This design comes from an exercise in tuning for small area, a short achievable clock period and few clock cycles per item on the open sky130 flow, not from production work.
The RTL was checked by simulation tests, not by an equivalence proof against the original design.
Power figures rest on the tool's default switching activity, not on a simulated workload.

==> trial 7: inputs <==
==> flow/design.v (excerpt) <==
module pvt_derating_factor_interpolator (
  input  logic                                clk,
  input  logic                                rst_n,
  input  logic                                in_valid,
  output logic                                in_ready,
  input  logic [pdfi_pkg::VOLT_W-1:0]         in_voltage_mv,
  input  logic signed [pdfi_pkg::TEMP_W-1:0]  in_temperature_decideg,
  input  logic [pdfi_pkg::CORNER_W-1:0]       in_process_corner,
  output logic                                out_valid,
  input  logic                                out_ready,
  output logic [pdfi_pkg::FACTOR_W-1:0]       out_voltage_factor,
  output logic [pdfi_pkg::FACTOR_W-1:0]       out_temperature_factor,
  output logic [pdfi_pkg::FACTOR_W-1:0]       out_process_factor,
  output logic                                out_voltage_ok,
  output logic                                out_temperature_ok,
  output logic                                out_process_ok
);
  logic [pdfi_pkg::VSW-1:0]      vseg_d, vseg_q;
  logic [pdfi_pkg::VUW-1:0]      vu_d, vu_q;
  logic [pdfi_pkg::TSW-1:0]      tseg_d, tseg_q;
  ...
Settings: LEC_CHECK=0, ABC_AREA=1, CAP_MARGIN=20, CORE_MARGIN=2, CORE_UTILIZATION=40, SETUP_SLACK_MARGIN=3.1, SLEW_MARGIN=20; clock period 7.0 ns.
run.sh (not shown) runs the stock make flow with config.mk's settings and CLKGATE_MAP_FILE= SYNTH_SCRIPT=/design/flow/synth_recipe.tcl, a recipe that flattens the netlist after the stock synthesis.
==> trial 89: changes against trial 7 <==
- SETUP_SLACK_MARGIN: 3.1 -> 3.7
==> run notes <==
Final RePlAce weighted congestion: trial 7 1.03; trial 89 1.03
Cell with the biggest individual delay on the critical path: trial 7 sky130_fd_sc_hd__edfxtp_1; trial 89 sky130_fd_sc_hd__fa_2
Violation count after the first detailed-route iteration: trial 7 1142; trial 89 1232
Critical path's largest stage delay: trial 7 510 ps; trial 89 560 ps
Logic depth of the worst setup path including buffers: trial 7 12; trial 89 15
Worst reg-to-reg setup slack: trial 7 3170 ps; trial 89 3540 ps
Number of vias per cell: trial 7 5.40; trial 89 5.43
Most common cell on crit path: trial 7 sky130_fd_sc_hd__fa_1; trial 89 sky130_fd_sc_hd__nand2_2
Number of filler instances in the final layout: trial 7 2854; trial 89 2599
Wire length of the first global-routing pass: trial 7 61500 um; trial 89 65500 um
Actual transition at the worst max-transition pin: trial 7 903 ps; trial 89 831 ps
CTS clock-pin slew for the worst setup and hold paths: trial 7 70 ps; trial 89 80 ps
Crit Reg-Reg Endpoint: trial 7 u_back.tls_r[5]; trial 89 u_back.tck_r
Initial antenna violation count: trial 7 2; trial 89 0
Buffers & Inverters on Critical Path: trial 7 2; trial 89 3
Reg-to-reg startpoint: trial 7 u_queue.tseg_q[6]; trial 89 u_queue.tseg_q[21]
Status: trial 7 complete, no violations; trial 89 complete, no violations
Global-route usage over all layers: trial 7 26.3%; trial 89 28.2%
Total half-perimeter wirelength after legalization and detailed placement: trial 7 31100 um; trial 89 31800 um
Slew headroom: trial 7 39.3%; trial 89 44.6%
Testbench counts of trial 7, summed over its fixed seeds: cycles 16,016, items 16,000.
Testbench counts of trial 89, summed over its fixed seeds: cycles 16,016, items 16,000.

==> job 8896: inputs <==
pvt_derating_factor_interpolator, a different RTL version from the one above (not shown whole).
Design pvt_derating_factor_interpolator, start of the top module:
module pvt_derating_factor_interpolator (
  input  logic                                clk,
  input  logic                                rst_n,
  input  logic                                in_valid,
  output logic                                in_ready,
  input  logic [pdfi_pkg::VOLT_W-1:0]         in_voltage_mv,
  input  logic signed [pdfi_pkg::TEMP_W-1:0]  in_temperature_decideg,
  input  logic [pdfi_pkg::CORNER_W-1:0]       in_process_corner,
  output logic                                out_valid,
  input  logic                                out_ready,
  output logic [pdfi_pkg::FACTOR_W-1:0]       out_voltage_factor,
  output logic [pdfi_pkg::FACTOR_W-1:0]       out_temperature_factor,
  output logic [pdfi_pkg::FACTOR_W-1:0]       out_process_factor,
  output logic                                out_voltage_ok,
  output logic                                out_temperature_ok,
  output logic                                out_process_ok
);
clock: 7.0 ns
lec_check: 0
abc_area: 1
cap_margin: 20
core_margin: 2
core_utilization: 40
setup_slack_margin: 3.6
slew_margin: 20
==> inputs of job 6609, as changes to job 8896 <==
==> flow/flow/run.sh (new file) <==
#!/bin/bash
# The standard layout (the standard.sh, unchanged synthesis and steps),
# with the port buffers that ORFS's buffer_ports inserts made of the plain
# buf_1 cell instead of the delay buffer it picks by default. Every port
# still gets its own buffer. make's full output goes to standard.log here;
# each ORFS step keeps its own log under orfs/logs.
set -euo pipefail
export BUFFER_PORTS_ARGS="-buffer_cell sky130_fd_sc_hd__buf_1"
bash standard.sh > standard.log 2>&1
==> flow/standard.sh (new file) <==
#!/bin/bash
# synth_recipe.tcl (not shown) runs the flow's synth.tcl, then flattens the netlist and writes it again
# the make line also repeats each setting of config.mk as NAME=value (left out here)
make -C /OpenROAD-flow-scripts/flow DESIGN_CONFIG=/design/flow/config.mk WORK_HOME=/design/flow/orfs CLKGATE_MAP_FILE= SYNTH_SCRIPT=/design/flow/synth_recipe.tcl "${@:-finish}"
SETUP_SLACK_MARGIN = 3.4   (was 3.6)
removed: flow/run.sh
==> inputs of job 2613, as changes to job 8896 <==
==> flow/flow/run.sh (new file) <==
#!/bin/bash
# The standard layout (the standard.sh, unchanged synthesis and steps),
# with the port buffers that ORFS's buffer_ports inserts made of the plain
# buf_1 cell instead of the delay buffer it picks by default. Every port
# still gets its own buffer. make's full output goes to standard.log here;
# each ORFS step keeps its own log under orfs/logs.
set -euo pipefail
export BUFFER_PORTS_ARGS="-buffer_cell sky130_fd_sc_hd__buf_1"
bash standard.sh > standard.log 2>&1
==> flow/standard.sh (new file) <==
#!/bin/bash
# synth_recipe.tcl (not shown) runs the flow's synth.tcl, then flattens the netlist and writes it again
# the make line also repeats each setting of config.mk as NAME=value (left out here)
make -C /OpenROAD-flow-scripts/flow DESIGN_CONFIG=/design/flow/config.mk WORK_HOME=/design/flow/orfs CLKGATE_MAP_FILE= SYNTH_SCRIPT=/design/flow/synth_recipe.tcl "${@:-finish}"
SETUP_SLACK_MARGIN = 3.5   (was 3.6)
removed: flow/run.sh
==> impl_results.md <==
* Status: complete, no violations
* Most frequent cells in the layout: inv_1 (240), nor2_1 (157), edfxtp_1 (139)
* Per-cell routed wire length at 20.2 um
* Final instance area at 15400 um^2
* Sequential share of power at 0.310
* Final period utilization at 0.508
* Clock network power at 0.915 mW
* GRT Util Overall at 0.251
* Clock power frac at 0.219
* Fin Hold WS at roughly 0.42 ns
* GPL Wtd Cong at 0.983
* Least-Margin Pin Slew at between 0.9 and 1 ns
* Met3 usage at 0.0522
* Launch point of the worst path: u_back.vls_r[1]
* Resize count post-CTS at slightly below 200
* Final nets at 1742
* Clock Skew at about 0.02 ns
* Crit-path cells: nand3_2 -> nand2_2 -> nand3_2 -> nand2_2 -> nand2_2 -> nand2_4 -> buf_4 -> buf_6 -> nand3_2 -> nand2_2 -> ha_4 -> o21ai_2 -> a21oi_2 -> buf_2
* Worst setup margin at 3.45 ns
* Power per cell area at 270 nW/um^2
* Metal1 wirelength at 18500 um
(the above is from job 8896)
==> impl_results.md <==
* Status: complete, no violations
* Final period utilization at 0.509
* GRT Util Overall at 0.232
* Mux contribution to synthesized area at 0
* Power per cell area at 277 nW/um^2
* Clock network power at roughly 0.86 mW
* Crit-path cells: nand3_2 -> nand2_2 -> nand3_2 -> nand2_2 -> nand2_2 -> nand2_4 -> nand2_4 -> nand2_4 -> nand3_2 -> nand2_2 -> ha_4 -> o21ai_2 -> a21oi_1 -> buf_2
* Clock power frac at 0.224
* Clock Skew at roughly 0.014 ns
* Launch point of the worst path: u_back.vck_r
* Least-Margin Pin Slew at 0.881 ns
* Most frequent cells in the layout: inv_1 (264), nor2_1 (171), nand2_1 (143)
* Per-cell routed wire length at 19.3 um
* Worst setup margin at 3.44 ns
* GPL Wtd Cong at 1.00
* Sequential share of power at 0.340
* Final nets at 1669
* Fin Hold WS at 0.443 ns
* Max-slew violation count at 0
* Crit path max fanout at 3
(the above is from job 6609)
==> impl_results.md <==
* Status: complete, no violations
* Per-cell routed wire length at just under 20 um
* Sequential share of power at 0.333
* Fin Hold WS at 0.446 ns
* Hold Violations, Final at 0
* Crit path max fanout at 3
* Clock power frac at 0.220
* Power per cell area at 274 nW/um^2
* Most frequent cells in the layout: inv_1 (256), nor2_1 (164), nand2_1 (141)
* Metal1 wirelength at 17500 um
* Slowest CP cell: edfxtp_1
* Most frequent cells after synthesis: inv_1 (271), nor2_1 (178), nand2_1 (172)
* Final nets at 1696
* Worst setup margin at 3.45 ns
* Launch point of the worst path: u_back.vck_r
* GPL Wtd Cong at roughly 1.0
* Hold wc startpoint: u_queue.corner_q[1]
* Crit-path cells: nand3_2 -> nand2_2 -> nand3_2 -> nand2_2 -> nand2_2 -> nand2_4 -> nand2_4 -> nand2_4 -> nand3_2 -> nand2_2 -> ha_4 -> o21ai_2 -> a21oi_1 -> buf_2
* Met3 usage at 0.0435
* Least-Margin Pin Slew at 0.871 ns
(the above is from job 2613)
Testbench counts of job 8896, summed over its fixed seeds: cycles 16,016, items 16,000.
Testbench counts of job 6609, summed over its fixed seeds: cycles 16,016, items 16,000.
Testbench counts of job 2613, summed over its fixed seeds: cycles 16,016, items 16,000.

==> static timing again, ports no longer ideal <==
Ports are ideal in the flow. The routed layouts listed here were re-timed in OpenROAD. Step 1, drivers: a clkbuf_16 drives clk and a buf_2 each remaining input, both assumed. Step 2 also shifts input and output timing later by t, the mid clock arrival at the registers, as if the neighbouring blocks saw the same clock. Three values: no drivers, after step 1, after step 2; two values: the first two.
| run | t (ns) | setup WS [ns] | hold slack, ns | slew at the worst register clock pin (ns) | worst slew at a driven data input, ns |
|---|---|---|---|---|---|
| trial 7 | 0.481 | 3.170 / 3.153 / 3.170 | 0.419 / 0.419 / 0.419 | 0.08 / 0.08 | 0.04 |
| trial 89 | 0.487 | 3.536 / 3.500 / 3.536 | 0.426 / 0.426 / 0.426 | 0.08 / 0.08 | 0.05 |
| job 8896 | 0.469 | 3.445 / 3.399 / 3.454 | 0.420 / 0.420 / 0.420 | 0.08 / 0.08 | 0.06 |
| job 6609 | 0.468 | 3.439 / 3.393 / 3.470 | 0.443 / 0.443 / 0.443 | 0.07 / 0.07 | 0.04 |
| job 2613 | 0.468 | 3.450 / 3.404 / 3.529 | 0.446 / 0.446 / 0.446 | 0.07 / 0.07 | 0.04 |
After both steps setup and hold are still met in every run listed.
